This design comes from an exercise in tuning for small area and a short achievable clock period on the open sky130 flow, not from production work.
No functional check of the RTL was part of any run shown here.
Power figures rest on the tool's default switching activity, not on a simulated workload.

<file path="design/flow/run.sh">
#!/bin/bash
# synth_recipe.tcl (not shown) runs the flow's synth.tcl, then flattens the netlist and writes it again
# the make line also repeats each setting of config.mk as NAME=value (left out here)
make -C /OpenROAD-flow-scripts/flow DESIGN_CONFIG=/design/flow/config.mk WORK_HOME=/design/flow/orfs CLKGATE_MAP_FILE= SYNTH_SCRIPT=/design/flow/synth_recipe.tcl finish
</file>
<file path="design/flow/config.mk">
export PLATFORM = sky130hd
export DESIGN_NAME = tdisto_accum
export DESIGN_NICKNAME = tdisto_accum
export VERILOG_FILES = /design/flow/design.v
export SDC_FILE = /design/flow/constraint.sdc
export NUM_CORES = 4
export LEC_CHECK = 0
export CAP_MARGIN = 20
export CORE_MARGIN = 2
export CORE_UTILIZATION = 60
export SETUP_SLACK_MARGIN = 2.0
export SLEW_MARGIN = 20
</file>
<file path="design/flow/constraint.sdc">
create_clock -name core_clock -period 7.0 [get_ports {clk}]
set_input_delay 1.4000 -clock core_clock [delete_from_list [all_inputs] [get_ports {clk}]]
set_output_delay 1.4000 -clock core_clock [all_outputs]
set_load 0.01 [all_outputs]
</file>
<file path="design/flow/design.v">
module tdisto_accum (
  input  logic        clk,
  input  logic        rst_n,
  input  logic        start,
  input  logic [15:0] tlambda,
  input  logic [31:0] sum_a,
  input  logic        done_a,
  input  logic [31:0] sum_b,
  input  logic        done_b,
  output logic        busy,
  output logic [31:0] disto,
  output logic        disto_valid,
  output logic        err
);
  localparam logic [1:0] S_IDLE = 2'd0;
  localparam logic [1:0] S_ACC  = 2'd1;
  localparam logic [1:0] S_MUL  = 2'd2;
  localparam logic [1:0] S_OUT  = 2'd3;
  function automatic logic [2:0] booth(input logic [2:0] b);
    booth[0] = b[1] ^ b[0];
    booth[1] = (b[2] & ~b[1] & ~b[0]) | (~b[2] & b[1] & b[0]);
    booth[2] = b[2] & ~(b[1] & b[0]);
  endfunction
  logic [1:0]  state_q;
  logic        pend_a_q, pend_b_q;
  logic        vld_q;
  logic [4:0]  cnt_q;
  logic        busy_q, disto_valid_q, err_q;
  logic [31:0] disto_q;
  logic [15:5] tl_q;
  logic [2:0]  neg_q, two_q, one_q;
  logic [31:0] sa_q, sb_q;
  logic [30:0] acc_q;
  logic [32:0] r_q;
  logic [3:0]  l_q;
  logic in_acc, in_mul, in_out;
  assign in_acc = (state_q == S_ACC);
  assign in_mul = (state_q == S_MUL);
  assign in_out = (state_q == S_OUT);
  logic consume;
  assign consume = in_acc & pend_a_q & pend_b_q;
  logic [32:0] diff;
  logic        dneg;
  logic [27:0] mag_x;
  logic        mag_c;
  assign diff  = {sa_q[31], sa_q} - {sb_q[31], sb_q};
  assign dneg  = diff[32];
  assign mag_x = diff[32:5] ^ {28{dneg}};
  assign mag_c = dneg & ~|diff[4:0];
  logic [31:0] acc_sum2;
  logic [30:0] acc_sum;
  assign acc_sum2 = {acc_q, mag_c} + {3'd0, mag_x, mag_c};
  assign acc_sum  = acc_sum2[31:1];
  logic [2:0] d0_s1, d1_s1, d2_s1, d0_s2, d1_s2, d2_s2, d0_s3, d1_s3, d2_s3;
  assign d0_s1 = booth({tlambda[1:0], 1'b0});
  assign d1_s1 = booth(tlambda[3:1]);
  assign d2_s1 = booth(tlambda[5:3]);
  assign d0_s2 = booth(tl_q[7:5]);
  assign d1_s2 = booth(tl_q[9:7]);
  assign d2_s2 = booth(tl_q[11:9]);
  assign d0_s3 = booth(tl_q[13:11]);
  assign d1_s3 = booth(tl_q[15:13]);
  assign d2_s3 = booth({2'b00, tl_q[15]});
  logic [14:0] k_add;
  assign k_add = {d1_s3[2], 1'b0, d0_s3[2], 1'b0, d2_s2[2], 1'b0, d1_s2[2], 1'b1,
                  d0_s2[2], 1'b0, neg_q[2], 1'b0, neg_q[1], 1'b0, neg_q[0]};
  logic [32:0] addend;
  assign addend = in_acc ? {18'd0, k_add} : r_q;
  logic [31:0] ax, pp0, pp1, pp2;
  assign ax  = {1'b0, acc_q};
  assign pp0 = (({32{one_q[0]}} & ax) | ({32{two_q[0]}} & {ax[30:0], 1'b0})) ^ {32{neg_q[0]}};
  assign pp1 = (({32{one_q[1]}} & ax) | ({32{two_q[1]}} & {ax[30:0], 1'b0})) ^ {32{neg_q[1]}};
  assign pp2 = (({32{one_q[2]}} & ax) | ({32{two_q[2]}} & {ax[30:0], 1'b0})) ^ {32{neg_q[2]}};
  logic fs0, fc0;
  logic fs1, fc1;
  logic fs2, fc2;
  logic fs3, fc3;
  logic fs4, fc4;
  logic fs5, fc5;
  logic fs6, fc6;
  logic fs7, fc7;
  logic fs8, fc8;
  logic fs9, fc9;
  logic fs10, fc10;
  logic fs11, fc11;
  logic fs12, fc12;
  logic fs13, fc13;
  logic fs14, fc14;
  logic fs15, fc15;
  logic fs16, fc16;
  logic fs17, fc17;
  logic fs18, fc18;
  logic fs19, fc19;
  logic fs20, fc20;
  logic fs21, fc21;
  logic fs22, fc22;
  logic fs23, fc23;
  logic fs24, fc24;
  logic fs25, fc25;
  logic fs26, fc26;
  logic fs27, fc27;
  logic fs28, fc28;
  logic fs29, fc29;
  logic fs30, fc30;
  logic fs31, fc31;
  logic fs32, fc32;
  logic fs33, fc33;
  logic fs34, fc34;
  logic fs35, fc35;
  logic fs36, fc36;
  logic fs37, fc37;
  logic fs38, fc38;
  logic fs39, fc39;
  logic fs40, fc40;
  logic fs41, fc41;
  logic fs42, fc42;
  logic fs43, fc43;
  logic fs44, fc44;
  logic fs45, fc45;
  logic fs46, fc46;
  logic fs47, fc47;
  logic fs48, fc48;
  logic fs49, fc49;
  logic fs50, fc50;
  logic fs51, fc51;
  logic fs52, fc52;
  logic fs53, fc53;
  logic fs54, fc54;
  logic fs55, fc55;
  logic fs56, fc56;
  logic fs57, fc57;
  logic fs58, fc58;
  logic fs59, fc59;
  logic fs60, fc60;
  logic fs61, fc61;
  logic fs62, fc62;
  logic fs63, fc63;
  assign fs0 = addend[2] ^ pp0[2] ^ pp1[0];
  assign fc0 = (addend[2] & pp0[2]) | (addend[2] & pp1[0]) | (pp0[2] & pp1[0]);
  assign fs1 = addend[3] ^ pp0[3] ^ pp1[1];
  assign fc1 = (addend[3] & pp0[3]) | (addend[3] & pp1[1]) | (pp0[3] & pp1[1]);
  assign fs2 = addend[4] ^ pp0[4] ^ pp1[2];
  assign fc2 = (addend[4] & pp0[4]) | (addend[4] & pp1[2]) | (pp0[4] & pp1[2]);
  assign fs3 = pp2[0] ^ fc1 ^ fs2;
  assign fc3 = (pp2[0] & fc1) | (pp2[0] & fs2) | (fc1 & fs2);
  assign fs4 = addend[5] ^ pp0[5] ^ pp1[3];
  assign fc4 = (addend[5] & pp0[5]) | (addend[5] & pp1[3]) | (pp0[5] & pp1[3]);
  assign fs5 = pp2[1] ^ fc2 ^ fs4;
  assign fc5 = (pp2[1] & fc2) | (pp2[1] & fs4) | (fc2 & fs4);
  assign fs6 = addend[6] ^ pp0[6] ^ pp1[4];
  assign fc6 = (addend[6] & pp0[6]) | (addend[6] & pp1[4]) | (pp0[6] & pp1[4]);
  assign fs7 = pp2[2] ^ fc4 ^ fs6;
  assign fc7 = (pp2[2] & fc4) | (pp2[2] & fs6) | (fc4 & fs6);
  assign fs8 = addend[7] ^ pp0[7] ^ pp1[5];
  assign fc8 = (addend[7] & pp0[7]) | (addend[7] & pp1[5]) | (pp0[7] & pp1[5]);
  assign fs9 = pp2[3] ^ fc6 ^ fs8;
  assign fc9 = (pp2[3] & fc6) | (pp2[3] & fs8) | (fc6 & fs8);
  assign fs10 = addend[8] ^ pp0[8] ^ pp1[6];
  assign fc10 = (addend[8] & pp0[8]) | (addend[8] & pp1[6]) | (pp0[8] & pp1[6]);
  assign fs11 = pp2[4] ^ fc8 ^ fs10;
  assign fc11 = (pp2[4] & fc8) | (pp2[4] & fs10) | (fc8 & fs10);
  assign fs12 = addend[9] ^ pp0[9] ^ pp1[7];
  assign fc12 = (addend[9] & pp0[9]) | (addend[9] & pp1[7]) | (pp0[9] & pp1[7]);
  assign fs13 = pp2[5] ^ fc10 ^ fs12;
  assign fc13 = (pp2[5] & fc10) | (pp2[5] & fs12) | (fc10 & fs12);
  assign fs14 = addend[10] ^ pp0[10] ^ pp1[8];
  assign fc14 = (addend[10] & pp0[10]) | (addend[10] & pp1[8]) | (pp0[10] & pp1[8]);
  assign fs15 = pp2[6] ^ fc12 ^ fs14;
  assign fc15 = (pp2[6] & fc12) | (pp2[6] & fs14) | (fc12 & fs14);
  assign fs16 = addend[11] ^ pp0[11] ^ pp1[9];
  assign fc16 = (addend[11] & pp0[11]) | (addend[11] & pp1[9]) | (pp0[11] & pp1[9]);
  assign fs17 = pp2[7] ^ fc14 ^ fs16;
  assign fc17 = (pp2[7] & fc14) | (pp2[7] & fs16) | (fc14 & fs16);
  assign fs18 = addend[12] ^ pp0[12] ^ pp1[10];
  assign fc18 = (addend[12] & pp0[12]) | (addend[12] & pp1[10]) | (pp0[12] & pp1[10]);
  assign fs19 = pp2[8] ^ fc16 ^ fs18;
  assign fc19 = (pp2[8] & fc16) | (pp2[8] & fs18) | (fc16 & fs18);
  assign fs20 = addend[13] ^ pp0[13] ^ pp1[11];
  assign fc20 = (addend[13] & pp0[13]) | (addend[13] & pp1[11]) | (pp0[13] & pp1[11]);
  assign fs21 = pp2[9] ^ fc18 ^ fs20;
  assign fc21 = (pp2[9] & fc18) | (pp2[9] & fs20) | (fc18 & fs20);
  assign fs22 = addend[14] ^ pp0[14] ^ pp1[12];
  assign fc22 = (addend[14] & pp0[14]) | (addend[14] & pp1[12]) | (pp0[14] & pp1[12]);
  assign fs23 = pp2[10] ^ fc20 ^ fs22;
  assign fc23 = (pp2[10] & fc20) | (pp2[10] & fs22) | (fc20 & fs22);
  assign fs24 = addend[15] ^ pp0[15] ^ pp1[13];
  assign fc24 = (addend[15] & pp0[15]) | (addend[15] & pp1[13]) | (pp0[15] & pp1[13]);
  assign fs25 = pp2[11] ^ fc22 ^ fs24;
  assign fc25 = (pp2[11] & fc22) | (pp2[11] & fs24) | (fc22 & fs24);
  assign fs26 = addend[16] ^ pp0[16] ^ pp1[14];
  assign fc26 = (addend[16] & pp0[16]) | (addend[16] & pp1[14]) | (pp0[16] & pp1[14]);
  assign fs27 = pp2[12] ^ fc24 ^ fs26;
  assign fc27 = (pp2[12] & fc24) | (pp2[12] & fs26) | (fc24 & fs26);
  assign fs28 = addend[17] ^ pp0[17] ^ pp1[15];
  assign fc28 = (addend[17] & pp0[17]) | (addend[17] & pp1[15]) | (pp0[17] & pp1[15]);
  assign fs29 = pp2[13] ^ fc26 ^ fs28;
  assign fc29 = (pp2[13] & fc26) | (pp2[13] & fs28) | (fc26 & fs28);
  assign fs30 = addend[18] ^ pp0[18] ^ pp1[16];
  assign fc30 = (addend[18] & pp0[18]) | (addend[18] & pp1[16]) | (pp0[18] & pp1[16]);
  assign fs31 = pp2[14] ^ fc28 ^ fs30;
  assign fc31 = (pp2[14] & fc28) | (pp2[14] & fs30) | (fc28 & fs30);
  assign fs32 = addend[19] ^ pp0[19] ^ pp1[17];
  assign fc32 = (addend[19] & pp0[19]) | (addend[19] & pp1[17]) | (pp0[19] & pp1[17]);
  assign fs33 = pp2[15] ^ fc30 ^ fs32;
  assign fc33 = (pp2[15] & fc30) | (pp2[15] & fs32) | (fc30 & fs32);
  assign fs34 = addend[20] ^ pp0[20] ^ pp1[18];
  assign fc34 = (addend[20] & pp0[20]) | (addend[20] & pp1[18]) | (pp0[20] & pp1[18]);
  assign fs35 = pp2[16] ^ fc32 ^ fs34;
  assign fc35 = (pp2[16] & fc32) | (pp2[16] & fs34) | (fc32 & fs34);
  assign fs36 = addend[21] ^ pp0[21] ^ pp1[19];
  assign fc36 = (addend[21] & pp0[21]) | (addend[21] & pp1[19]) | (pp0[21] & pp1[19]);
  assign fs37 = pp2[17] ^ fc34 ^ fs36;
  assign fc37 = (pp2[17] & fc34) | (pp2[17] & fs36) | (fc34 & fs36);
  assign fs38 = addend[22] ^ pp0[22] ^ pp1[20];
  assign fc38 = (addend[22] & pp0[22]) | (addend[22] & pp1[20]) | (pp0[22] & pp1[20]);
  assign fs39 = pp2[18] ^ fc36 ^ fs38;
  assign fc39 = (pp2[18] & fc36) | (pp2[18] & fs38) | (fc36 & fs38);
  assign fs40 = addend[23] ^ pp0[23] ^ pp1[21];
  assign fc40 = (addend[23] & pp0[23]) | (addend[23] & pp1[21]) | (pp0[23] & pp1[21]);
  assign fs41 = pp2[19] ^ fc38 ^ fs40;
  assign fc41 = (pp2[19] & fc38) | (pp2[19] & fs40) | (fc38 & fs40);
  assign fs42 = addend[24] ^ pp0[24] ^ pp1[22];
  assign fc42 = (addend[24] & pp0[24]) | (addend[24] & pp1[22]) | (pp0[24] & pp1[22]);
  assign fs43 = pp2[20] ^ fc40 ^ fs42;
  assign fc43 = (pp2[20] & fc40) | (pp2[20] & fs42) | (fc40 & fs42);
  assign fs44 = addend[25] ^ pp0[25] ^ pp1[23];
  assign fc44 = (addend[25] & pp0[25]) | (addend[25] & pp1[23]) | (pp0[25] & pp1[23]);
  assign fs45 = pp2[21] ^ fc42 ^ fs44;
  assign fc45 = (pp2[21] & fc42) | (pp2[21] & fs44) | (fc42 & fs44);
  assign fs46 = addend[26] ^ pp0[26] ^ pp1[24];
  assign fc46 = (addend[26] & pp0[26]) | (addend[26] & pp1[24]) | (pp0[26] & pp1[24]);
  assign fs47 = pp2[22] ^ fc44 ^ fs46;
  assign fc47 = (pp2[22] & fc44) | (pp2[22] & fs46) | (fc44 & fs46);
  assign fs48 = addend[27] ^ pp0[27] ^ pp1[25];
  assign fc48 = (addend[27] & pp0[27]) | (addend[27] & pp1[25]) | (pp0[27] & pp1[25]);
  assign fs49 = pp2[23] ^ fc46 ^ fs48;
  assign fc49 = (pp2[23] & fc46) | (pp2[23] & fs48) | (fc46 & fs48);
  assign fs50 = addend[28] ^ pp0[28] ^ pp1[26];
  assign fc50 = (addend[28] & pp0[28]) | (addend[28] & pp1[26]) | (pp0[28] & pp1[26]);
  assign fs51 = pp2[24] ^ fc48 ^ fs50;
  assign fc51 = (pp2[24] & fc48) | (pp2[24] & fs50) | (fc48 & fs50);
  assign fs52 = addend[29] ^ pp0[29] ^ pp1[27];
  assign fc52 = (addend[29] & pp0[29]) | (addend[29] & pp1[27]) | (pp0[29] & pp1[27]);
  assign fs53 = pp2[25] ^ fc50 ^ fs52;
  assign fc53 = (pp2[25] & fc50) | (pp2[25] & fs52) | (fc50 & fs52);
  assign fs54 = addend[30] ^ pp0[30] ^ pp1[28];
  assign fc54 = (addend[30] & pp0[30]) | (addend[30] & pp1[28]) | (pp0[30] & pp1[28]);
  assign fs55 = pp2[26] ^ fc52 ^ fs54;
  assign fc55 = (pp2[26] & fc52) | (pp2[26] & fs54) | (fc52 & fs54);
  assign fs56 = addend[31] ^ pp0[31] ^ pp1[29];
  assign fc56 = (addend[31] & pp0[31]) | (addend[31] & pp1[29]) | (pp0[31] & pp1[29]);
  assign fs57 = pp2[27] ^ fc54 ^ fs56;
  assign fc57 = (pp2[27] & fc54) | (pp2[27] & fs56) | (fc54 & fs56);
  assign fs58 = ~neg_q[0] ^ ~addend[32] ^ pp1[30];
  assign fc58 = (~neg_q[0] & ~addend[32]) | (~neg_q[0] & pp1[30]) | (~addend[32] & pp1[30]);
  assign fs59 = pp2[28] ^ fc56 ^ fs58;
  assign fc59 = (pp2[28] & fc56) | (pp2[28] & fs58) | (fc56 & fs58);
  assign fs60 = 1'b1 ^ pp1[31] ^ pp2[29];
  assign fc60 = (1'b1 & pp1[31]) | (1'b1 & pp2[29]) | (pp1[31] & pp2[29]);
  assign fs61 = fc58 ^ fs60 ^ fc59;
  assign fc61 = (fc58 & fs60) | (fc58 & fc59) | (fs60 & fc59);
  assign fs62 = ~neg_q[1] ^ pp2[30] ^ fc60;
  assign fc62 = (~neg_q[1] & pp2[30]) | (~neg_q[1] & fc60) | (pp2[30] & fc60);
  assign fs63 = 1'b1 ^ pp2[31] ^ fc62;
  assign fc63 = (1'b1 & pp2[31]) | (1'b1 & fc62) | (pp2[31] & fc62);
  logic [38:0] row_s, row_c, x;
  assign row_s = {1'b1, 1'b1, ~neg_q[2], fs63, fc61, fs61, fc57, fc55, fc53, fc51, fc49, fc47, fc45, fc43, fc41, fc39, fc37, fc35, fc33, fc31, fc29, fc27, fc25, fc23, fc21, fc19, fc17, fc15, fc13, fc11, fc9, fc7, fc5, fc3, fs3, fc0, fs0, addend[1], addend[0]};
  assign row_c = {1'b0, 1'b0, fc63, 1'b0, fs62, 1'b0, fs59, fs57, fs55, fs53, fs51, fs49, fs47, fs45, fs43, fs41, fs39, fs37, fs35, fs33, fs31, fs29, fs27, fs25, fs23, fs21, fs19, fs17, fs15, fs13, fs11, fs9, fs7, fs5, 1'b0, fs1, 1'b0, pp0[1], pp0[0]};
  assign x = row_s + row_c;
  logic [10:0] hs, hc, hx;
  logic        c28, hz0, hz1, sat;
  assign hs  = row_s[38:28];
  assign hc  = row_c[38:28];
  assign hx  = hs ^ hc;
  assign c28 = x[28] ^ row_s[28] ^ row_c[28];
  assign hz0 = (hx == {hs[9:0] | hc[9:0], 1'b0});
  assign hz1 = &hx;
  assign sat = c28 ? ~hz1 : ~hz0;
  logic [31:0] disto_res;
  assign disto_res = sat ? 32'hFFFF_FFFF : {x[27:0], l_q};
  logic acc_done;
  assign acc_done = in_acc & vld_q & cnt_q[4];
  always_ff @(posedge clk) begin
    if (!rst_n) begin
      state_q       <= S_IDLE;
      pend_a_q      <= 1'b0;
      pend_b_q      <= 1'b0;
      vld_q         <= 1'b0;
      busy_q        <= 1'b0;
      disto_valid_q <= 1'b0;
      err_q         <= 1'b0;
      disto_q       <= 32'd0;
    end else begin
      busy_q        <= start | (state_q != S_IDLE);
      disto_valid_q <= ~start & in_out;
      vld_q         <= ~start & consume;
      if (start) begin
        state_q  <= S_ACC;
        pend_a_q <= 1'b0;
        pend_b_q <= 1'b0;
        err_q    <= 1'b0;
      end else begin
        case (state_q)
          S_ACC: begin
            if (acc_done) state_q <= S_MUL;
            pend_a_q <= done_a | (pend_a_q & ~consume);
            pend_b_q <= done_b | (pend_b_q & ~consume);
            if ((done_a & pend_a_q & ~consume) | (done_b & pend_b_q & ~consume))
              err_q <= 1'b1;
          end
          S_MUL: state_q <= S_OUT;
          S_OUT: begin
            state_q <= S_IDLE;
            disto_q <= disto_res;
          end
          default: ;
        endcase
      end
    end
  end
  always_ff @(posedge clk) begin
    if (start) tl_q <= tlambda[15:5];
    if (start) begin
      {neg_q[0], two_q[0], one_q[0]} <= d0_s1;
      {neg_q[1], two_q[1], one_q[1]} <= d1_s1;
      {neg_q[2], two_q[2], one_q[2]} <= d2_s1;
    end else if (acc_done) begin
      {neg_q[0], two_q[0], one_q[0]} <= d0_s2;
      {neg_q[1], two_q[1], one_q[1]} <= d1_s2;
      {neg_q[2], two_q[2], one_q[2]} <= d2_s2;
    end else if (in_mul) begin
      {neg_q[0], two_q[0], one_q[0]} <= d0_s3;
      {neg_q[1], two_q[1], one_q[1]} <= d1_s3;
      {neg_q[2], two_q[2], one_q[2]} <= d2_s3;
    end
    if (done_a & (~pend_a_q | pend_b_q)) sa_q <= sum_a;
    if (done_b & (~pend_b_q | pend_a_q)) sb_q <= sum_b;
    if (start) begin
      acc_q <= 31'd0;
      cnt_q <= 5'd0;
    end else if (consume & ~cnt_q[4]) begin
      acc_q <= acc_sum;
      cnt_q <= cnt_q + 5'd1;
    end
    r_q <= x[38:6];
    l_q <= x[5:2];
  end
  assign busy        = busy_q;
  assign disto       = disto_q;
  assign disto_valid = disto_valid_q;
  assign err         = err_q;
endmodule
</file>
==> flow_results.org, run 1 <==
** Run status
- Result of the run :: complete, no violations

** Synth
- Area share of the leading cell type in the synthesized netlist :: 0.1652
- Dominant cell type by area after synthesis :: sky130_fd_sc_hd__edfxtp_1
- Summing every instance area after synthesis gives 15270 sq um.
- Synthesis Warnings :: 1
- Counting flops with a built-in enable in the synthesized netlist gives 84.
- In the post-synthesis netlist, the biggest area contributors are sky130_fd_sc_hd__edfxtp_1, sky130_fd_sc_hd__dfxtp_1, sky130_fd_sc_hd__ha_1, sky130_fd_sc_hd__xnor2_1, sky130_fd_sc_hd__fa_1.
- Post-synthesis instance total :: 1646
- Async S/R FF share, synth :: 0
- For this run, the leading register cell type out of synthesis is sky130_fd_sc_hd__dfxtp_1.
- The share of the Yosys chip area taken by registers is 0.3133.
- Counting distinct cell types in the post-synthesis netlist gives 75.
- Mean cell area of the mapped netlist :: 9.279 sq um
- Register bit count reported by yosys :: 197
- Counting every net in the synthesized netlist gives 1907.

** Drt
- In this run the remaining antenna-violating nets after routing total 0.
- Residual DRC count :: 0
- The first detailed-routing pass ran for 5 iterations.
- In the final routed layout, each cell accounts on average for 16.94 um.
- Detailed Route Iter0 Violations :: 939
- The detailed router placed 12370 vias in this run.
- For this block, the routed nets add up to 35750 um of wire.
- Average vias per placed instance :: 5.861

** Setup path
- Setup crit end kind :: flop
- Sum of buffers and inverters on the critical path :: 3
- Worst-path maximum fanout :: 9
- Arr. time, crit path :: 5.31 ns
- The endpoint identified for the worst register-to-register timing path is acc_q[29].
- Category of the critical setup timing path :: flop to flop
- Worst EP required :: 7.34 ns
- CP Cell Sequence :: inv_1 > ha_2 > inv_1 > fa_2 > a211oi_2 > o211ai_1 > a31oi_2 > a211o_1 > nand3_2 > buf_12 > xnor2_2 > fa_2 > a21o_1 > a21o_1 > a221oi_2 > o31a_1 > o31a_1 > o21ai_2 > or4b_4 > nand4_1 > mux2_1
- Total number of cells along the worst setup path :: 21
- Reg-to-reg startpoint :: sa_q[0]
- STA classifies the critical path startpoint as a flop.
- The largest individual stage delay along the critical path comes from the cell sky130_fd_sc_hd__or4b_4.
- Delay of the slowest cell on the worst path :: 0.53 ns
- Across all register-to-register paths, the minimum setup slack is 2.03 ns.
- For the worst flop-to-flop path, the logic depth is 21.
- Following the worst setup path forward leads to its endpoint at acc_q[29].
- Kind of cell with the highest combined delay on the critical path :: compound AO/OA/AOI/OAI gates
- Start point of the critical path :: sa_q[0]

** Clock tree
- TritonCTS clock tree :: done
- After clock tree synthesis, the clock-pin slew on the worst setup and hold paths is 0.08 ns.
- Clock tree synthesis inserted a total of 17 buffers.
- Number of clock sinks :: 197
- In this run the number of H-tree levels came out at 4.
- Counting along the longest clock path gives a buffer depth of 2.
- Clock latency reported for the late side of the worst-skew pair :: 0.46 ns
- In this run the clock root is driven by a sky130_fd_sc_hd__clkbuf_16.

** Cells and area
- The finished cells cover 17970 sq um.
- Relative to the synthesized area, the layout overhead comes to 17.65%.
- The number of antenna diodes in the final layout is 0.
- The library cell used most frequently in the layout, excluding fill and tap cells, is sky130_fd_sc_hd__xnor2_1.
- Layout net count :: 2029
- In the layout the commonest cells are sky130_fd_sc_hd__xnor2_1, sky130_fd_sc_hd__a21oi_1, sky130_fd_sc_hd__nand2_1, sky130_fd_sc_hd__inv_1, sky130_fd_sc_hd__clkdlybuf4s50_1.
- Fraction of final layout cells with drive strength greater than 1 :: 0.09208

** Placed design
- In this run the cell area measured after placement is 16680 sq um.
- Detailed Place HPWL :: 25850 um
- Worst slack after detailed placement :: 1.416 ns
- Routability cong. :: 0.8737
- Buffers on Ports :: 119

** Timing
- Clock Skews :: 0.03171 ns
- In the finished design, the share of the clock period the worst path needs comes to 0.7099.
- In the post-route analysis, the smallest setup slack over all paths is 2.031 ns.
- Setup violations, final :: 0
- The final max-slew violation count is 0.
- Worst slew margin relative to its limit :: 0.4156
- Setup TNS :: 0 ns
- Derived from the worst setup path, the maximum achievable clock frequency is 201.2 MHz.
- For the pin with the worst max-slew slack, the measured transition is 0.8767 ns.
- RSZ-0062 raised after global routing :: true
- The worst path in the final design needs a cycle of 4.969 ns, including I/O delays and setup.
- The final count of hold timing violations was 0.

** Pwr
- Part of the total power dissipated in sequential elements :: 0.242
- Switching share of total power :: 0.4465
- IR analysis of the VDD net gives a maximum drop of 0.0002682 V.
- Of the total power, combinational logic draws 0.593.
- Total net switching power :: 2.702 mW
- Cell Pwr Density :: 336.7 nW/um^2
- Int Pwr :: 3.349 mW
- Of the total power, the clock network draws 0.165.
- Overall power consumption after layout is estimated at 6.051 mW.
- Total leakage power :: 7.454 nW

** Hold path
- In this run the most critical hold path is launched from l_q[1].
- Path category of the worst min-delay check :: flop to flop

** Die
- In this run the horizontal extent of the chip is 163.6 um.
- Die Y :: 163.6 um
- Initial Util :: 0.6083
- Overall die area :: 26750 sq um
- Count of standard-cell rows :: 58
- The floorplan step defined a core boundary enclosing 25110 sq um.
- Pin placement for this block handled 120 I/O pins.

** Global routing
- First-pass GRT wire length :: 57080 um
- The number of antenna violations at the first check in global routing came to 0.
- Number of global-route vias before repair :: 11600
- In the global route stage, overall resource usage came out at 0.2638.
- Entering global routing, the biggest net connects 38 pins.
- After global routing the overflow that remains totals 0.

** Flow run
- Across the run, the number of max-cap violations was 0.
==> cell usage after synthesis (4+ instances only) <==
cell,count
sky130_fd_sc_hd__xnor2_1,155
sky130_fd_sc_hd__a21oi_1,138
sky130_fd_sc_hd__nand2_1,128
sky130_fd_sc_hd__inv_1,127
sky130_fd_sc_hd__dfxtp_1,113
sky130_fd_sc_hd__ha_1,111
sky130_fd_sc_hd__a22oi_1,90
sky130_fd_sc_hd__edfxtp_1,84
sky130_fd_sc_hd__nor2_1,75
sky130_fd_sc_hd__fa_1,65
sky130_fd_sc_hd__a21o_1,58
sky130_fd_sc_hd__clkbuf_1,57
sky130_fd_sc_hd__xor2_1,50
sky130_fd_sc_hd__o21ai_0,47
sky130_fd_sc_hd__nand3_1,25
sky130_fd_sc_hd__o21ba_1,23
sky130_fd_sc_hd__a31oi_1,22
sky130_fd_sc_hd__nand4_1,20
sky130_fd_sc_hd__and3_1,16
sky130_fd_sc_hd__buf_1,15
sky130_fd_sc_hd__and2_1,14
sky130_fd_sc_hd__nand2b_1,12
sky130_fd_sc_hd__or3_1,12
sky130_fd_sc_hd__nor2b_1,11
sky130_fd_sc_hd__a211oi_1,10
sky130_fd_sc_hd__o21bai_1,10
sky130_fd_sc_hd__nor3_1,9
sky130_fd_sc_hd__o21a_1,9
sky130_fd_sc_hd__o211ai_1,8
sky130_fd_sc_hd__o31ai_1,8
sky130_fd_sc_hd__a21boi_0,7
sky130_fd_sc_hd__mux2i_1,6
sky130_fd_sc_hd__nand3b_1,6
sky130_fd_sc_hd__nor3b_1,6
sky130_fd_sc_hd__o31a_1,6
sky130_fd_sc_hd__or2_2,6
sky130_fd_sc_hd__a221oi_1,5
sky130_fd_sc_hd__a311o_1,5
sky130_fd_sc_hd__nor4_1,5
sky130_fd_sc_hd__o21ai_1,5
sky130_fd_sc_hd__a41oi_1,4
==> worst register-to-register path, stage by stage, from the launching register on <==
cell and delay (ns):
sky130_fd_sc_hd__edfxtp_1 0.37, sky130_fd_sc_hd__inv_1 0.07, sky130_fd_sc_hd__ha_2 0.17, sky130_fd_sc_hd__inv_1 0.05
sky130_fd_sc_hd__fa_2 0.35, sky130_fd_sc_hd__a211oi_2 0.26, sky130_fd_sc_hd__o211ai_1 0.19, sky130_fd_sc_hd__a31oi_2 0.24
sky130_fd_sc_hd__a211o_1 0.23, sky130_fd_sc_hd__nand3_2 0.11, sky130_fd_sc_hd__buf_12 0.17, sky130_fd_sc_hd__xnor2_2 0.15
sky130_fd_sc_hd__fa_2 0.36, sky130_fd_sc_hd__a21o_1 0.17, sky130_fd_sc_hd__a21o_1 0.19, sky130_fd_sc_hd__a221oi_2 0.29
sky130_fd_sc_hd__o31a_1 0.23, sky130_fd_sc_hd__o31a_1 0.20, sky130_fd_sc_hd__o21ai_2 0.10, sky130_fd_sc_hd__or4b_4 0.53
sky130_fd_sc_hd__nand4_1 0.12, sky130_fd_sc_hd__mux2_1 0.31
==> through the flow <==
stage | std cells | util | hold slack (ns)
5_1_grt | 2111 | 0.7157 | 0.4675
6_report | 2111 | 0.7157 | 0.4342
3_3_place_gp | 2029 | 0.6643 | 0.4133
2_1_floorplan | 1646 | - | 0.4103
4_1_cts | 2080 | 0.6975 | 0.4369
3_5_place_dp | 2029 | 0.6643 | 0.4233
==> flip-flops by register name, summed over array words and instances, names as in the netlist, 4 cells and up <==
register / count
sb_q: 32
l_q: 4
cnt_q: 5
r_q: 33
disto_q: 32
tl_q: 11
sa_q: 32
acc_q: 31
==> layer usage <==
metal / track usage / routed length [um] / up-vias
li1: - / - / 6103
met1: 0.3722 / 16500 / 5819
met2: 0.4275 / 16770 / 401
met3: 0.03403 / 1850 / 49
met4: 0.07416 / 630 / 0
met5: 0 / 0 / -
==> power by group through the flow <==
stage	Sequential [mW]	Combinational, mW	Clock (mW)
final	1.47	3.59	0.998
after global routing	1.48	3.95	1.05
after CTS	1.46	3.38	1.01
after detailed placement	1.49	3.29	0
after global placement	1.50	3.22	0
after floorplan	1.44	2.58	0
==> layout make-up <==
cell class,count,area (sq um)
Multi-Input combinational cell,1242,9950
Fill cell,1989,7139
Sequential cell,197,4787
Timing Repair Buffer,181,1743
Inverter,129,489.2
Clock buffer,18,429.2
Tap cell,330,412.9
Clock inverter,14,158.9
==> repair_timing <==
action	in CTS	in global routing
gates resized for setup	17	47
hold endpoints to repair	0	0
pin swaps	8	20
gates cloned	0	2
hold buffers	0	0
endpoints found under the setup margin	48	50
setup buffers	19	27
==> kinds of logic after synthesis <==
kind of cell,count (synthesis),share of synthesized area
multiplexers,9,0.006144
flip-flops,197,0.3133
XOR/XNOR,205,0.1176
buffers and inverters,209,0.05357
AO/OA/AOI/OAI,488,0.2170
adder cells (fa/ha/maj),176,0.1761
AND/OR/NAND/NOR,362,0.1163
==> worst min path at each step <==
stage	depth (start not counted)	endpoint
finish	2	disto_q[1]
global route	2	disto_q[3]
CTS	2	disto_q[2]
detailed placement	2	disto_q[2]
global placement	2	disto_q[1]
floorplan	2	disto_q[0]
==> run 2, diff against run 1 <==
--- a/design/flow/config.mk
+++ b/design/flow/config.mk
@@ -8,5 +8,5 @@
 export CAP_MARGIN = 20
 export CORE_MARGIN = 2
 export CORE_UTILIZATION = 60
-export SETUP_SLACK_MARGIN = 2.0
+export SETUP_SLACK_MARGIN = 3.0
 export SLEW_MARGIN = 20
==> flow_results.org, run 2 <==
** Run status
- The run finished with no timing, DRC or antenna violations.

** Synth
- The largest total area in the synthesized netlist belongs to sky130_fd_sc_hd__edfxtp_1.
- Cell area after synthesis :: 15270 sq um (unchanged)
- Cell with the most instances after synthesis :: sky130_fd_sc_hd__xnor2_1
- Share of the yosys chip area belonging to registers :: 0.3133 (unchanged)
- Post-synthesis instance total :: 1646 (unchanged)
- By area the synthesized netlist is led by sky130_fd_sc_hd__edfxtp_1, sky130_fd_sc_hd__dfxtp_1, sky130_fd_sc_hd__ha_1, sky130_fd_sc_hd__xnor2_1, sky130_fd_sc_hd__fa_1.
- The net count after synthesis is 1907 (unchanged).
- Register bit count reported by yosys :: 197 (unchanged)
- Prevailing post-synth register cell :: sky130_fd_sc_hd__dfxtp_1
- The share of the synthesized area in the top cell type is 0.1652 (unchanged).
- Mean cell area of the mapped netlist :: 9.279 sq um (unchanged)
- The number of distinct library cells after synthesis was 75 (unchanged).
- Async S/R FF share, synth :: 0 (unchanged)
- EDFF count, synth :: 84 (unchanged)
- Counting instances in the post-synthesis netlist gives the leading cell types as sky130_fd_sc_hd__xnor2_1, sky130_fd_sc_hd__a21oi_1, sky130_fd_sc_hd__nand2_1, sky130_fd_sc_hd__inv_1, sky130_fd_sc_hd__dfxtp_1.
- The count of yosys warnings during synthesis is 1 (unchanged).

** Timing
- Achievable clock frequency :: 200.9 MHz (-0.18%)
- Final-report max-slew violation count :: 0 (unchanged)
- Total count of hold-check failures in the final report :: 0 (unchanged)
- The tightest slew margin relative to the limit came to 0.4926 (+0.07699).
- The portion of the clock cycle consumed by the worst path in the final layout was 0.7112 (+0.001256).
- The final critical delay including setup and external delays is 4.978 ns (+0.008790 ns).
- The transition time of the tightest slew-check pin came to 0.7612 ns (-0.1155 ns).
- RSZ-0062 raised after global routing :: true
- Worst hold-check slack :: 0.4334 ns (-0.0007750 ns)
- Setup TNS :: 0 ns (unchanged)
- Clock Skews :: 0.01485 ns (-0.01686 ns)
- Setup violations, final :: 0 (unchanged)

** Cells and area
- Fraction of final layout cells with drive strength greater than 1 :: 0.2205 (+0.1284)
- The library cell used most frequently in the layout, excluding fill and tap cells, is sky130_fd_sc_hd__xnor2_1.
- The final net count was 2121 (+4.5%).
- The post-route core utilization is 0.8030 (+0.08730).
- The antenna cell count came to 0 (unchanged).
- Max reg flops :: 33 (unchanged)
- Design area :: 20160 sq um (+12%)
- Register with the highest flop count :: r_q
- Fill cell count :: 1570 (-21%)
- The library cells used most frequently in the layout, excluding fill and tap cells, are sky130_fd_sc_hd__xnor2_1, sky130_fd_sc_hd__nand2_1, sky130_fd_sc_hd__inv_1, sky130_fd_sc_hd__clkdlybuf4s50_1.
- Compared with the post-synthesis result, the final layout area differs by 32.01%.

** Setup path
- The worst setup path is launched from a flop.
- Category of the critical setup timing path :: flop to flop
- Worst EP required :: 7.33 ns (about the same)
- Arr. time, crit path :: 5.31 ns (about the same)
- The largest driver fanout on the critical path was 6 (-3).
- Worst R2R Path Depth :: 25 (+19%)
- Setup crit end kind :: flop

** Clock tree
- Clock latency reported for the late side of the worst-skew pair :: 0.46 ns (about the same)
- The CTS H-tree depth came to 4 (unchanged).
- TritonCTS clock tree :: done
- Number of clock sinks :: 197 (unchanged)
- The clock tree buffer depth came to 2 (unchanged).
- The clock slew seen by the registers of the worst setup and hold paths came to 0.09 ns (about the same).
- In this run the clock root is driven by a sky130_fd_sc_hd__clkbuf_16.
- Number of CTS-inserted buffers :: 17 (unchanged)

** Global routing
- Pin count of the biggest net entering global routing :: 37 (-2.6%)
- GRT Util Overall :: 0.3173 (+0.05350)
- The total congestion overflow after global routing came to 0 (unchanged).
- Number of antenna violations at the first check in global routing :: 0 (unchanged)
- First-pass GRT wire length :: 66910 um (+17%)
- Number of global-route vias before repair :: 13100 (+13%)

** Die
- The area of the die came to 26750 sq um (unchanged).
- Horizontal die dimension :: 163.6 um (unchanged)
- The area inside the core boundary is 25110 sq um (unchanged).
- Number of top-level pins :: 120 (unchanged)
- The starting utilization of the core area was 0.6083 (unchanged).
- The vertical extent of the die was 163.6 um (unchanged).
- Count of standard-cell rows :: 58 (unchanged)

** Placed design
- The detailed placer's ending HPWL is 28210 um (+9.1%).
- The weighted congestion reported at the end of routability-driven placement was 0.9695 (+11%).
- Buffers on Ports :: 119 (unchanged)
- Area of placed instances :: 16990 sq um (+1.8%)

** Pwr
- Total leakage power :: 8.243 nW (+11%)
- The net switching power figure is 3.610 mW (+34%).
- The switching fraction of total power is 0.4560 (+0.009432).
- The worst ir drop on vdd was 0.0003225 V (+20%).
- The sequential share of power was 0.182 (-0.060).
- The proportion of power drawn by combinational gates came to 0.680 (+0.087).
- The power density relative to cell area is 392.7 nW/um^2 (+17%).
- Clock share of power :: 0.137 (-0.028)
- The cell-internal power came to 4.308 mW (+29%).
- Total power of the final layout :: 7.918 mW (+31%)

** Drt
- The mean routed wirelength per cell was 20.73 um (+22%).
- The routed via count divided by cell count is 6.230 (+6.3%).
- TritonRoute pass-1 iters :: 6 (+1)
- The number of vias in the routed layout was 13720 (+11%).
- The DRC violation total after the first TritonRoute iteration came to 1319 (+40%).
- Antenna violation net count after detailed routing :: 0 (unchanged)
- Residual DRC count :: 0 (unchanged)
- The total routed wirelength came to 45670 um (+28%).

** Hold path
- The worst hold path depth is 2 (unchanged).
- Path category of the worst min-delay check :: flop to flop

** Flow run
- Count of max-cap constraint violations :: 0 (unchanged)
run 2: metal layers:
| metal | vias to the layer above | part of all wire | global-route usage |
|---|---|---|---|
| met2 | 702 | 0.48 | 0.5376 |
| met1 | 6540 | 0.38 | 0.3871 |
| li1 | 6298 | - | - |
| met4 | 0 | 0.059 | 0.1818 |
| met3 | 184 | 0.074 | 0.04622 |
| met5 | - | 0 | 0 |
run 2: critical path, stage by stage (launching register included):
cell                       delay (ns)
sky130_fd_sc_hd__edfxtp_1        0.37
sky130_fd_sc_hd__inv_1           0.07
sky130_fd_sc_hd__ha_2            0.18
sky130_fd_sc_hd__inv_2           0.04
sky130_fd_sc_hd__fa_2            0.36
sky130_fd_sc_hd__a211oi_4        0.27
sky130_fd_sc_hd__o211ai_1        0.16
sky130_fd_sc_hd__a31oi_2         0.19
sky130_fd_sc_hd__a211o_1         0.27
sky130_fd_sc_hd__nand3_4         0.12
sky130_fd_sc_hd__buf_12          0.17
sky130_fd_sc_hd__buf_6           0.14
sky130_fd_sc_hd__buf_4           0.14
sky130_fd_sc_hd__xnor2_2         0.14
sky130_fd_sc_hd__ha_1            0.33
sky130_fd_sc_hd__buf_6           0.14
sky130_fd_sc_hd__a21o_1          0.21
sky130_fd_sc_hd__a211oi_4        0.33
sky130_fd_sc_hd__nor2_1          0.09
sky130_fd_sc_hd__o211ai_1        0.19
sky130_fd_sc_hd__buf_4           0.16
sky130_fd_sc_hd__buf_4           0.10
sky130_fd_sc_hd__a21oi_2         0.04
sky130_fd_sc_hd__o211a_1         0.24
sky130_fd_sc_hd__o31ai_1         0.29
sky130_fd_sc_hd__o21ai_1         0.11
run 2: cell type report:
type	instances	area, sq um	share of cell area
multi-input combinational	1243	11190	0.5552
sequential	197	4790	0.2376
timing repair buffer	272	2629	0.1304
inverter	129	491.7	0.02439
clock buffer	17	425.4	0.02110
tap	330	412.9	0.02048
clock inverter	15	220.2	0.01092
run 2: kinds of logic (layout without fill, tap and decap cells):
logic type                 count (synthesis)  after routing  share of synthesized area
AOI/OAI and AO/OA                        488            488                     0.2170
and+or+nand+nor                          362            365                     0.1163
buffers and inverters                    209            433                    0.05357
xor gates and xnor gates                 205            205                     0.1176
DFF                                      197            197                     0.3133
adders and majority gates                176            176                     0.1761
muxes                                      9              9                   0.006144
run 2: worst paths after layout:
path              startpoint    endpoint  slack, ns
setup / recovery     sa_q[0]   acc_q[20]       2.02
hold / removal        l_q[0]  disto_q[0]       0.43
setup reg to reg     sa_q[0]   acc_q[20]       2.02
hold reg to reg       l_q[0]  disto_q[0]       0.43
run 2: what timing repair did:
action / CTS / global route
buffers inserted: 91 / 37
gates cloned: 7 / 0
hold buffers: 0 / 0
resized for setup: 154 / 109
endpoints found under the setup margin: 89 / 87
pin swaps: 94 / 73
endpoints found under the hold margin: 0 / 0
run 2: power groups by stage:
stage	clock [mW]	sequential [mW]	combinational, mW
2_1_floorplan	0	1.44	2.81
3_3_place_gp	0	1.48	3.56
3_5_place_dp	0	1.48	3.61
4_1_cts	1.09	1.44	4.50
5_1_grt	1.14	1.45	5.69
6_report	1.09	1.44	5.39
run 2: metrics by stage:
step / setup slack, ns / cells
finish: 2.022 / 2203
global route: 1.819 / 2203
CTS: 2.043 / 2164
detailed placement: 1.169 / 2034
global placement: 1.331 / 2034
floorplan: 2.310 / 1646
==> run 3, diff against run 2 <==
--- a/design/flow/config.mk
+++ b/design/flow/config.mk
@@ -5,8 +5,9 @@
 export SDC_FILE = /design/flow/constraint.sdc
 export NUM_CORES = 4
 export LEC_CHECK = 0
+export ABC_AREA = 1
 export CAP_MARGIN = 20
 export CORE_MARGIN = 2
 export CORE_UTILIZATION = 60
-export SETUP_SLACK_MARGIN = 3.0
+export SETUP_SLACK_MARGIN = 2.5
 export SLEW_MARGIN = 20
==> flow_results.org, run 3 <==
** Setup path
- Setup crit end kind :: flop
- Kind of cell with the highest combined delay on the critical path :: adder cells
- The largest driver fanout on the critical path was 8 (+2).
- The worst setup path is launched from a flop.
- Arr. time, crit path :: 4.86 ns (-0.45 ns)
- Among all stages on the critical path, the largest delay is contributed by sky130_fd_sc_hd__fa_1.
- The number of buffer and inverter instances along the worst setup path came to 8 (unchanged).
- The critical path in this run is classified as flop to flop.
- The worst stage delay on the critical path came to 0.51 ns (+0.14 ns).
- Worst EP required :: 7.35 ns (+0.02 ns)

** Drt
- The met3 wirelength from detailed routing came to 2732 um (-19%).
- Routed length per placed instance :: 18.32 um (-12%)
- TritonRoute pass-1 iters :: 6 (unchanged)
- The DRC violation total after the first TritonRoute iteration came to 1540 (+17%).
- Met1 wire length :: 18340 um (+4.8%)
- Residual DRC count :: 0 (unchanged)
- Routed WL :: 46730 um (+2.3%)
- The remaining number of nets flagged by the antenna check after routing was 0 (unchanged).
- Uppermost metal layer occupied by signal nets :: met4
- The number of vias in the routed layout was 14710 (+7.2%).
- Met2 wire len :: 22900 um (+3.7%)
- Average vias per placed instance :: 5.765 (-7.5%)

** Clock tree
- Clock latency reported for the late side of the worst-skew pair :: 0.46 ns (about the same)
- The TritonCTS buffer count is 17 (unchanged).
- Maximum level of the CTS H-tree :: 4 (unchanged)
- Root Buffer Master :: sky130_fd_sc_hd__clkbuf_16
- Number of buffers on the longest clock path :: 2 (unchanged)
- TritonCTS clock tree :: done
- Clock transition at the registers of the reported paths :: 0.08 ns (about the same)
- Number of clock sinks :: 197 (unchanged)

** Die
- Initial Util :: 0.6064 (-0.001886)
- Number of top-level pins :: 120 (unchanged)
- Placeable core area :: 26800 sq um (+6.7%)
- Count of standard-cell rows :: 60 (+3.4%)
- The vertical extent of the die is 168.6 um (+3.1%).
- The die outline width is 168.6 um (+3.1%).
- Overall die area :: 28420 sq um (+6.2%)

** Synth
- The number of distinct library cells after synthesis was 59 (-21%).
- Cell types occupying the most area after synthesis :: sky130_fd_sc_hd__edfxtp_1, sky130_fd_sc_hd__dfxtp_1, sky130_fd_sc_hd__xor2_1, sky130_fd_sc_hd__ha_1, sky130_fd_sc_hd__inv_1
- The synthesized design spends more area on one cell type than any other, namely sky130_fd_sc_hd__edfxtp_1.
- The share of the synthesized area in the top cell type is 0.1552 (-0.009943).
- The share of the yosys chip area belonging to registers is 0.2944 (-0.01886).
- Net Count, Synth :: 2297 (+20%)
- Synthesis Warnings :: 1 (unchanged)
- Async S/R FF share, synth :: 0 (unchanged)
- Cell area after synthesis :: 16250 sq um (+6.4%)
- Register bit count reported by yosys :: 197 (unchanged)
- Prevailing post-synth register cell :: sky130_fd_sc_hd__dfxtp_1
- Cell with the most instances after synthesis :: sky130_fd_sc_hd__inv_1
- Post-synthesis instance total :: 2036 (+24%)
- Mean cell area of the mapped netlist :: 7.982 sq um (-14%)
- Most frequent cells after synthesis :: sky130_fd_sc_hd__inv_1, sky130_fd_sc_hd__nand2_1, sky130_fd_sc_hd__a21oi_1, sky130_fd_sc_hd__xor2_1, sky130_fd_sc_hd__nor2_1
- EDFF count, synth :: 84 (unchanged)

** Cells and area
- The antenna cell count came to 0 (unchanged).
- The total non-filler cell area in the finished layout is 19820 sq um (-1.7%).
- Max reg flops :: 33 (unchanged)
- Leaving out fill and tap cells, the most frequent cell in the layout is sky130_fd_sc_hd__inv_1.
- The library cells used most frequently in the layout, excluding fill and tap cells, are sky130_fd_sc_hd__inv_1, sky130_fd_sc_hd__nand2_1, sky130_fd_sc_hd__xor2_1, sky130_fd_sc_hd__a21oi_1, sky130_fd_sc_hd__nor2_1.
- Ranked by flip-flop count, first place goes to r_q.
- The combined area of the multi-input logic cells came to 10610 sq um (-5.2%).
- Fill cell count :: 2056 (+31%)
- Fraction of final layout cells with drive strength greater than 1 :: 0.1462 (-0.07435)
- P&R area growth vs syn :: 21.93%
- The final net count is 2458 (+16%).
- Register Area :: 4786 sq um (about the same)

** Timing
- The tightest slew margin relative to the limit is 0.3314 (-0.1611).
- The final count of hold timing violations was 0 (unchanged).
- The transition time of the tightest slew-check pin came to 0.9967 ns (+0.2355 ns).
- Clock Skews :: 0.02137 ns (+0.006528 ns)
- Achievable clock frequency :: 222.1 MHz (+11%)
- Setup TNS :: 0 ns (unchanged)
- The final critical delay including setup and external delays is 4.503 ns (-0.4756 ns).
- Worst hold-check slack :: 0.4519 ns (+0.01844 ns)
- Setup repair after global routing left no endpoint under its margin.
- The final max-slew violation count is 0 (unchanged).
- Setup violations, final :: 0 (unchanged)
- The portion of the clock cycle consumed by the worst path in the final layout is 0.6432 (-0.06795).

** Pwr
- The worst ir drop on vdd is 0.0002789 V (-13%).
- Cell Pwr Density :: 416.4 nW/um^2 (+6.0%)
- The static leakage came to 8.996 nW (+9.1%).

** Global routing
- The total congestion overflow after global routing was 0 (unchanged).
- Pin count of the biggest net entering global routing :: 66 (+78%)
- The number of antenna violations at the first check in global routing came to 0 (unchanged).
- First-pass GRT wire length :: 70800 um (+5.8%)
- Number of global-route vias before repair :: 13730 (+4.7%)
- The total global routing track utilization came to 0.3167 (-0.0005782).

** Placed design
- The weighted congestion reported at the end of routability-driven placement is 0.9856 (+1.7%).
- Buffers on Ports :: 119 (unchanged)
- Detailed Place HPWL :: 34110 um (+21%)
- The cell area after placement came to 17630 sq um (+3.8%).

** Flow run
- The number of max-cap violations was 0 (unchanged).

** Hold path
- Path category of the worst min-delay check :: flop to flop

** Run status
- Result of the run :: complete, no violations
-- run 3: cell count changes after synthesis, moves of 81 or more --
cell / change
sky130_fd_sc_hd__inv_1: +234
sky130_fd_sc_hd__a22oi_1: -89
sky130_fd_sc_hd__xnor2_1: -111
sky130_fd_sc_hd__xor2_1: +116
sky130_fd_sc_hd__nand2_1: +154
sky130_fd_sc_hd__o22ai_1: +90
sky130_fd_sc_hd__nor2_1: +81
-- run 3: final cells by class --
| cell class | instances | area share |
|---|---|---|
| Multi-Input combinational cell | 1411 | 0.5355 |
| Clock inverter | 15 | 0.008587 |
| Timing Repair Buffer | 191 | 0.09641 |
| Clock buffer | 17 | 0.02147 |
| Sequential cell | 197 | 0.2415 |
| Tap cell | 341 | 0.02153 |
| Inverter | 372 | 0.07236 |
| Timing Repair inverter | 7 | 0.002652 |
-- run 3: worst reg2reg max path: stages (launching register included) --
cell and delay, ns:
sky130_fd_sc_hd__edfxtp_1 0.47, sky130_fd_sc_hd__buf_12 0.16, sky130_fd_sc_hd__clkinvlp_4 0.17, sky130_fd_sc_hd__buf_4 0.20
sky130_fd_sc_hd__o22ai_1 0.25, sky130_fd_sc_hd__xor2_1 0.15, sky130_fd_sc_hd__fa_1 0.43, sky130_fd_sc_hd__fa_1 0.51
sky130_fd_sc_hd__inv_1 0.06, sky130_fd_sc_hd__ha_4 0.29, sky130_fd_sc_hd__nand2_1 0.09, sky130_fd_sc_hd__inv_2 0.08
sky130_fd_sc_hd__a21oi_4 0.07, sky130_fd_sc_hd__o21ai_4 0.20, sky130_fd_sc_hd__a21oi_4 0.10, sky130_fd_sc_hd__o21ai_4 0.19
sky130_fd_sc_hd__inv_2 0.07, sky130_fd_sc_hd__o21bai_4 0.15, sky130_fd_sc_hd__nand2_4 0.09, sky130_fd_sc_hd__nand2_4 0.09
sky130_fd_sc_hd__nand2_8 0.09, sky130_fd_sc_hd__nand3_4 0.13, sky130_fd_sc_hd__buf_12 0.15, sky130_fd_sc_hd__nand3_1 0.10
sky130_fd_sc_hd__nand2_1 0.09, sky130_fd_sc_hd__inv_1 0.04
-- run 3: logic make-up (layout without fill, tap and decap cells) --
group,after synthesis,count (layout),share of synthesized area
DFF,197,197,0.2944
buffers and inverters,432,602,0.1046
xor gates and xnor gates,210,210,0.1132
AOI/OAI and AO/OA,441,441,0.1571
adders and majority gates,176,176,0.1655
and+or+nand+nor,580,584,0.1652
-- run 3: worst paths after layout --
check	startpoint	endpoint	slack, ns	cells past startpoint
worst min register to register	cnt_q[3]	cnt_q[3]	0.45	1
worst max register to register	two_q[0]	disto_q[13]	2.50	25
worst min-delay path	cnt_q[3]	cnt_q[3]	0.45	1
worst max-delay path	two_q[0]	disto_q[13]	2.50	25
-- run 3: what timing repair did --
item	4_1_cts	5_1_grt
hold buffers	0	0
gates cloned	10	3
buffers inserted	19	43
gates resized for setup	45	136
pin swaps	6	29
setup endpoints to repair	47	55
-- run 3: metrics by stage --
stage / util / instances / worst slack [ns] / power (mW)
finish: 0.7394 / 2551 / 2.497 / 8.252
global route: 0.7394 / 2551 / 2.389 / 8.637
CTS: 0.6982 / 2503 / 2.499 / 7.386
detailed placement: 0.6578 / 2442 / 1.883 / 5.897
global placement: 0.6578 / 2442 / 1.990 / 5.888
floorplan: - / 2036 / 2.666 / 4.781
-- run 3: report_power, final --
part	switching [mW]	internal, mW	total [mW]
Sequential	0.0795	1.39	1.47
Clock	0.517	0.484	1.00
Combinational	3.70	2.09	5.78
Total	4.29	3.96	8.25
-- run 3: routing by layer --
| metal | vias to the layer above | global-route usage |
|---|---|---|
| li1 | 6963 | - |
| met1 | 6902 | 0.3835 |
| met2 | 679 | 0.5575 |
| met3 | 163 | 0.03577 |
| met4 | 0 | 0.1653 |
| met5 | - | 0 |
==> run 4, diff against run 3 <==
--- a/design/flow/design.v
+++ b/design/flow/design.v
@@ -39,14 +39,22 @@
   assign in_out = (state_q == S_OUT);
   logic consume;
   assign consume = in_acc & pend_a_q & pend_b_q;
+  logic        cap_a, cap_b;
+  logic [31:0] sa_d, sb_d;
   logic [32:0] diff;
+  logic [27:0] dq;
+  logic        zq;
+  assign cap_a = done_a & (~pend_a_q | pend_b_q);
+  assign cap_b = done_b & (~pend_b_q | pend_a_q);
+  assign sa_d  = cap_a ? sum_a : sa_q;
+  assign sb_d  = cap_b ? sum_b : sb_q;
+  assign diff  = {sa_d[31], sa_d} - {sb_d[31], sb_d};
   logic        dneg;
   logic [27:0] mag_x;
   logic        mag_c;
-  assign diff  = {sa_q[31], sa_q} - {sb_q[31], sb_q};
-  assign dneg  = diff[32];
-  assign mag_x = diff[32:5] ^ {28{dneg}};
-  assign mag_c = dneg & ~|diff[4:0];
+  assign dneg  = dq[27];
+  assign mag_x = dq ^ {28{dneg}};
+  assign mag_c = dneg & zq;
   logic [31:0] acc_sum2;
   logic [30:0] acc_sum;
   assign acc_sum2 = {acc_q, mag_c} + {3'd0, mag_x, mag_c};
@@ -268,16 +276,16 @@
   assign row_c = {1'b0, 1'b0, fc63, 1'b0, fs62, 1'b0, fs59, fs57, fs55, fs53, fs51, fs49, fs47, fs45, fs43, fs41, fs39, fs37, fs35, fs33, fs31, fs29, fs27, fs25, fs23, fs21, fs19, fs17, fs15, fs13, fs11, fs9, fs7, fs5, 1'b0, fs1, 1'b0, pp0[1], pp0[0]};
   assign x = row_s + row_c;
   logic [10:0] hs, hc, hx;
-  logic        c28, hz0, hz1, sat;
+  logic        c28, nz0, nz1, sat;
   assign hs  = row_s[38:28];
   assign hc  = row_c[38:28];
   assign hx  = hs ^ hc;
   assign c28 = x[28] ^ row_s[28] ^ row_c[28];
-  assign hz0 = (hx == {hs[9:0] | hc[9:0], 1'b0});
-  assign hz1 = &hx;
-  assign sat = c28 ? ~hz1 : ~hz0;
+  assign nz0 = (hx != {hs[9:0] | hc[9:0], 1'b0});
+  assign nz1 = ~&hx;
+  assign sat = c28 ? nz1 : nz0;
   logic [31:0] disto_res;
-  assign disto_res = sat ? 32'hFFFF_FFFF : {x[27:0], l_q};
+  assign disto_res = {x[27:0], l_q} | {32{sat}};
   logic acc_done;
   assign acc_done = in_acc & vld_q & cnt_q[4];
   always_ff @(posedge clk) begin
@@ -333,8 +341,10 @@
       {neg_q[1], two_q[1], one_q[1]} <= d1_s3;
       {neg_q[2], two_q[2], one_q[2]} <= d2_s3;
     end
-    if (done_a & (~pend_a_q | pend_b_q)) sa_q <= sum_a;
-    if (done_b & (~pend_b_q | pend_a_q)) sb_q <= sum_b;
+    sa_q <= sa_d;
+    sb_q <= sb_d;
+    dq   <= diff[32:5];
+    zq   <= ~|diff[4:0];
     if (start) begin
       acc_q <= 31'd0;
       cnt_q <= 5'd0;
--- a/design/flow/config.mk
+++ b/design/flow/config.mk
@@ -5,7 +5,6 @@
 export SDC_FILE = /design/flow/constraint.sdc
 export NUM_CORES = 4
 export LEC_CHECK = 0
-export ABC_AREA = 1
 export CAP_MARGIN = 20
 export CORE_MARGIN = 2
 export CORE_UTILIZATION = 60
==> flow_results.org, run 4 <==
** Placed design
- Routability cong. :: 0.8805 (-11%)
- Dpl cells :: 2139 (-12%)
- The detailed placer's ending HPWL is 26030 um (-24%).
- The number of I/O port buffers is 119 (unchanged).

** Cells and area
- P&R area growth vs syn :: 21.47%
- More flip-flops sit in one register than any other, and that register is r_q.
- The post-route core utilization came to 0.7366 (-0.002766).
- Layout net count :: 2135 (-13%)
- The share of cells above drive strength 1 was 0.1270 (-0.01918).
- Commonest non-fill, non-tap cells in the layout :: sky130_fd_sc_hd__dfxtp_1, sky130_fd_sc_hd__inv_1, sky130_fd_sc_hd__nand2_1, sky130_fd_sc_hd__a21oi_1, sky130_fd_sc_hd__xnor2_1
- The number of flip-flops under the largest register name is 33 (unchanged).
- Final non-filler cell total :: 2233 (-12%)
- Commonest non-fill, non-tap cell in the layout :: sky130_fd_sc_hd__dfxtp_1
- The antenna cell count is 0 (unchanged).

** Synth
- The netlist area before placement was 15710 sq um (-3.3%).
- The share of the yosys chip area belonging to registers came to 0.3007 (+0.006258).
- The net count after synthesis came to 2006 (-13%).
- The number of enable-type register cells in the synthesized netlist was 20 (-76%).
- Most frequent cells after synthesis :: sky130_fd_sc_hd__dfxtp_1, sky130_fd_sc_hd__inv_1, sky130_fd_sc_hd__a21oi_1, sky130_fd_sc_hd__nand2_1, sky130_fd_sc_hd__xnor2_1
- Cell types occupying the most area after synthesis :: sky130_fd_sc_hd__dfxtp_1, sky130_fd_sc_hd__ha_1, sky130_fd_sc_hd__fa_1, sky130_fd_sc_hd__xnor2_1, sky130_fd_sc_hd__xor2_1
- The share of the synthesized area in the top cell type came to 0.2624 (+0.1072).
- The count of mapped cells out of synthesis is 1748 (-14%).
- The total of flip-flops plus latches after synthesis is 226 (+15%).
- Prevailing post-synth register cell :: sky130_fd_sc_hd__dfxtp_1
- Dominant cell type by area after synthesis :: sky130_fd_sc_hd__dfxtp_1
- Cell with the most instances after synthesis :: sky130_fd_sc_hd__dfxtp_1
- The share of async-settable or async-resettable flops after synthesis was 0 (unchanged).
- The number of distinct library cells after synthesis came to 82 (+39%).
- The mean cell area of the mapped netlist came to 8.990 sq um (+13%).
- The count of yosys warnings during synthesis came to 1 (unchanged).

** Hold path
- The worst hold path belongs to the class flop to flop.
- The worst hold path begins at l_q[3].

** Clock tree
- Maximum level of the CTS H-tree :: 1 (-3)
- Hold-fix buffers, CTS :: 0 (unchanged)
- The tree is rooted in a sky130_fd_sc_hd__clkbuf_16.
- Clock transition at the registers of the reported paths :: 0.06 ns (-0.02 ns)
- TritonCTS clock tree :: done
- The CTS sink count is 226 (+15%).
- Number of CTS-inserted buffers :: 27 (+10)
- The clock tree buffer depth came to 3 (+1).
- Clock latency reported for the late side of the worst-skew pair :: 0.55 ns (+0.09 ns)

** Global routing
- Pin count of the biggest net entering global routing :: 69 (+4.5%)
- Number of antenna violations at the first check in global routing :: 0 (unchanged)
- The total global routing track utilization was 0.2589 (-0.05782).
- The number of global-route vias before repair was 12360 (-9.9%).
- The total congestion overflow after global routing was 0 (unchanged).
- First-pass GRT wire length :: 60550 um (-14%)

** Drt
- Antenna violation net count after detailed routing :: 0 (unchanged)
- The mean routed wirelength per cell came to 16.58 um (-9.5%).
- The highest metal layer carrying signal wires in the routed design is met4.
- The DRC violation total after the first TritonRoute iteration is 888 (-42%).
- The routed via count divided by cell count came to 5.730 (-0.61%).
- The number of DRC violations after detailed routing came to 0 (unchanged).
- Routed WL :: 37010 um (-21%)
- The total routed wire length on the met1 layer was 17130 um (-6.6%).
- TritonRoute pass-1 iters :: 6 (unchanged)
- The detailed route wirelength on metal2 was 17040 um (-26%).
- The met3 wirelength from detailed routing is 1710 um (-37%).
- Number of vias after detailed routing :: 12800 (-13%)

** Timing
- Achievable clock frequency :: 228.2 MHz (+2.8%)
- RSZ-0062 raised after global routing :: true
- Total count of hold-check failures in the final report :: 0 (unchanged)
- Shortest clock period the worst path allows after layout :: 4.381 ns (-0.1213 ns)
- Clock Skews :: 0.01331 ns (-0.008070 ns)
- Post-route clock period utilization :: 0.6259 (-0.01732)
- Setup violations, final :: 0 (unchanged)
- The transition time of the tightest slew-check pin was 0.8583 ns (-0.1384 ns).
- Setup TNS :: 0 ns (unchanged)
- The tightest slew margin relative to the limit is 0.4277 (+0.09632).
- The final max-slew violation count is 0 (unchanged).

** Die
- Number of top-level pins :: 120 (unchanged)
- The row count was 59 (-1.7%).
- Horizontal die dimension :: 165.8 um (-1.6%)
- Initial Util :: 0.6065 (about the same)
- The vertical extent of the die was 165.8 um (-1.6%).
- The area of the die was 27500 sq um (-3.2%).
- The area inside the core boundary is 25910 sq um (-3.3%).

** Setup path
- Start point of the critical path :: two_q[1]
- The data required time at the worst endpoint is 7.43 ns (+0.08 ns).
- The startpoint identified for the worst register-to-register timing path is two_q[1].
- Category of the critical setup timing path :: flop to flop
- Arr. time, crit path :: 4.81 ns (-0.05 ns)
- Worst-path maximum fanout :: 18 (+10)
- The worst setup path is captured at a flop.
- Critical path launch point type :: flop

** Pwr
- The worst ir drop on vdd is 0.0003458 V (+24%).
- The power density relative to cell area is 411.1 nW/um^2 (-1.3%).
- The static leakage came to 8.071 nW (-10%).

** Flow run
- Count of max-cap constraint violations :: 0 (unchanged)

** Run status
- Result of the run :: complete, no violations
-- run 4: timing repair --
action                                  4_1_cts  5_1_grt
resized for setup                            29       71
pin swaps                                     7       21
endpoints found under the setup margin       52       47
setup buffers                                27       13
gates cloned                                  3        1
-- run 4: through the flow --
| stage | power [mW] | instance area [sq um] | hold slack [ns] | setup WS, ns |
|---|---|---|---|---|
| after floorplan | 4.863 | 15720 | 0.4084 | 2.506 |
| after global placement | 5.665 | 17160 | 0.4104 | 1.732 |
| after detailed placement | 5.731 | 17160 | 0.4168 | 1.574 |
| after CTS | 7.431 | 18590 | 0.4248 | 2.505 |
| after global routing | 8.414 | 19090 | 0.4409 | 2.464 |
| final | 7.847 | 19090 | 0.4228 | 2.619 |
-- run 4: worst paths after layout --
check             slack (ns)  depth (start not counted)          end
setup / recovery        2.62                         19  disto_q[14]
hold / removal          0.42                          2   disto_q[3]
setup reg to reg        2.62                         19  disto_q[14]
hold reg to reg         0.42                          2   disto_q[3]
-- run 4: final cells by class --
class | instances | area [sq um]
Inverter | 156 | 588.1
Sequential cell | 226 | 4727
Timing Repair Buffer | 177 | 1732
Fill cell | 1916 | 6824
Multi-Input combinational cell | 1289 | 10600
Clock inverter | 22 | 330.3
Tap cell | 335 | 419.2
Clock buffer | 28 | 689.4
-- run 4: critical path, stage by stage (launching register included) --
cell	delay (ns)
sky130_fd_sc_hd__edfxtp_1	0.40
sky130_fd_sc_hd__buf_4	0.19
sky130_fd_sc_hd__buf_4	0.20
sky130_fd_sc_hd__a22oi_1	0.24
sky130_fd_sc_hd__xor2_1	0.25
sky130_fd_sc_hd__fa_1	0.46
sky130_fd_sc_hd__inv_1	0.08
sky130_fd_sc_hd__fa_1	0.46
sky130_fd_sc_hd__ha_4	0.32
sky130_fd_sc_hd__a21oi_1	0.07
sky130_fd_sc_hd__o21ai_0	0.31
sky130_fd_sc_hd__a21oi_1	0.11
sky130_fd_sc_hd__inv_1	0.10
sky130_fd_sc_hd__o2111ai_2	0.15
sky130_fd_sc_hd__a21oi_2	0.22
sky130_fd_sc_hd__nor3_2	0.09
sky130_fd_sc_hd__nor3b_4	0.25
sky130_fd_sc_hd__buf_6	0.15
sky130_fd_sc_hd__buf_16	0.14
sky130_fd_sc_hd__a21oi_1	0.08
-- run 4: layer usage --
layer  GRT usage  up-vias
li1            -     6358
met3     0.02788       72
met4     0.07561        0
met1      0.3667     6001
met2      0.4211      364
met5           0        -
-- run 4: report_power, final --
| part | leakage [nW] | switching (mW) | internal (mW) | total, mW |
|---|---|---|---|---|
| clock | 0.505 | 0.594 | 0.987 | 1.58 |
| sequential | 1.91 | 0.0998 | 1.60 | 1.70 |
| combinational | 5.66 | 2.64 | 1.93 | 4.57 |
-- run 4: kinds of logic (layout without fill, tap and decap cells) --
kind of cell | after synthesis | after routing | share of synthesized area
compound gates | 498 | 500 | 0.2070
xor+xnor | 216 | 216 | 0.1204
fa+ha+maj | 173 | 173 | 0.1688
buf+inv | 235 | 383 | 0.05701
flops | 226 | 226 | 0.3007
mux | 69 | 69 | 0.04642
simple gates | 331 | 331 | 0.09969

==> afterwards: timing with drivers on the ports <==
How much do the figures lean on ideal ports? The routed layouts below were timed once more, with nothing changed but the port constraints.
Step 1 (the two cells are an assumption about what drives the block):
set clk [get_ports {clk}]
set_driving_cell -lib_cell sky130_fd_sc_hd__clkbuf_16 $clk
set_driving_cell -lib_cell sky130_fd_sc_hd__buf_2 [delete_from_list [all_inputs] $clk]
Step 2 adds t to the input delays and takes it off the output delays; t is the mean of the earliest and latest rising clock arrival at the registers after step 1. Input paths then give back, and output paths get back, about the clock's delay inside the block.
a / b / c = ideal / step 1 / step 2; a / b = the first two.
run	shift t [ns]	setup WS [ns]	latest minus earliest clock arrival (ns)	worst register clock-pin slew, ns	worst data-port slew with drivers (ns)
run 1	0.498	2.031 / 2.031 / 2.031	0.032 / 0.032	0.10 / 0.10	0.04
run 2	0.498	2.022 / 2.022 / 2.022	0.015 / 0.015	0.09 / 0.09	0.04
run 3	0.495	2.497 / 2.497 / 2.497	0.022 / 0.021	0.09 / 0.09	0.04
run 4	0.597	2.619 / 2.619 / 2.065	0.014 / 0.013	0.06 / 0.06	0.04
After both steps setup and hold are still met in every run listed. The setup slack of run 4, which loses most, moves by 0.000 ns with the drivers and by -0.554 ns with both steps.
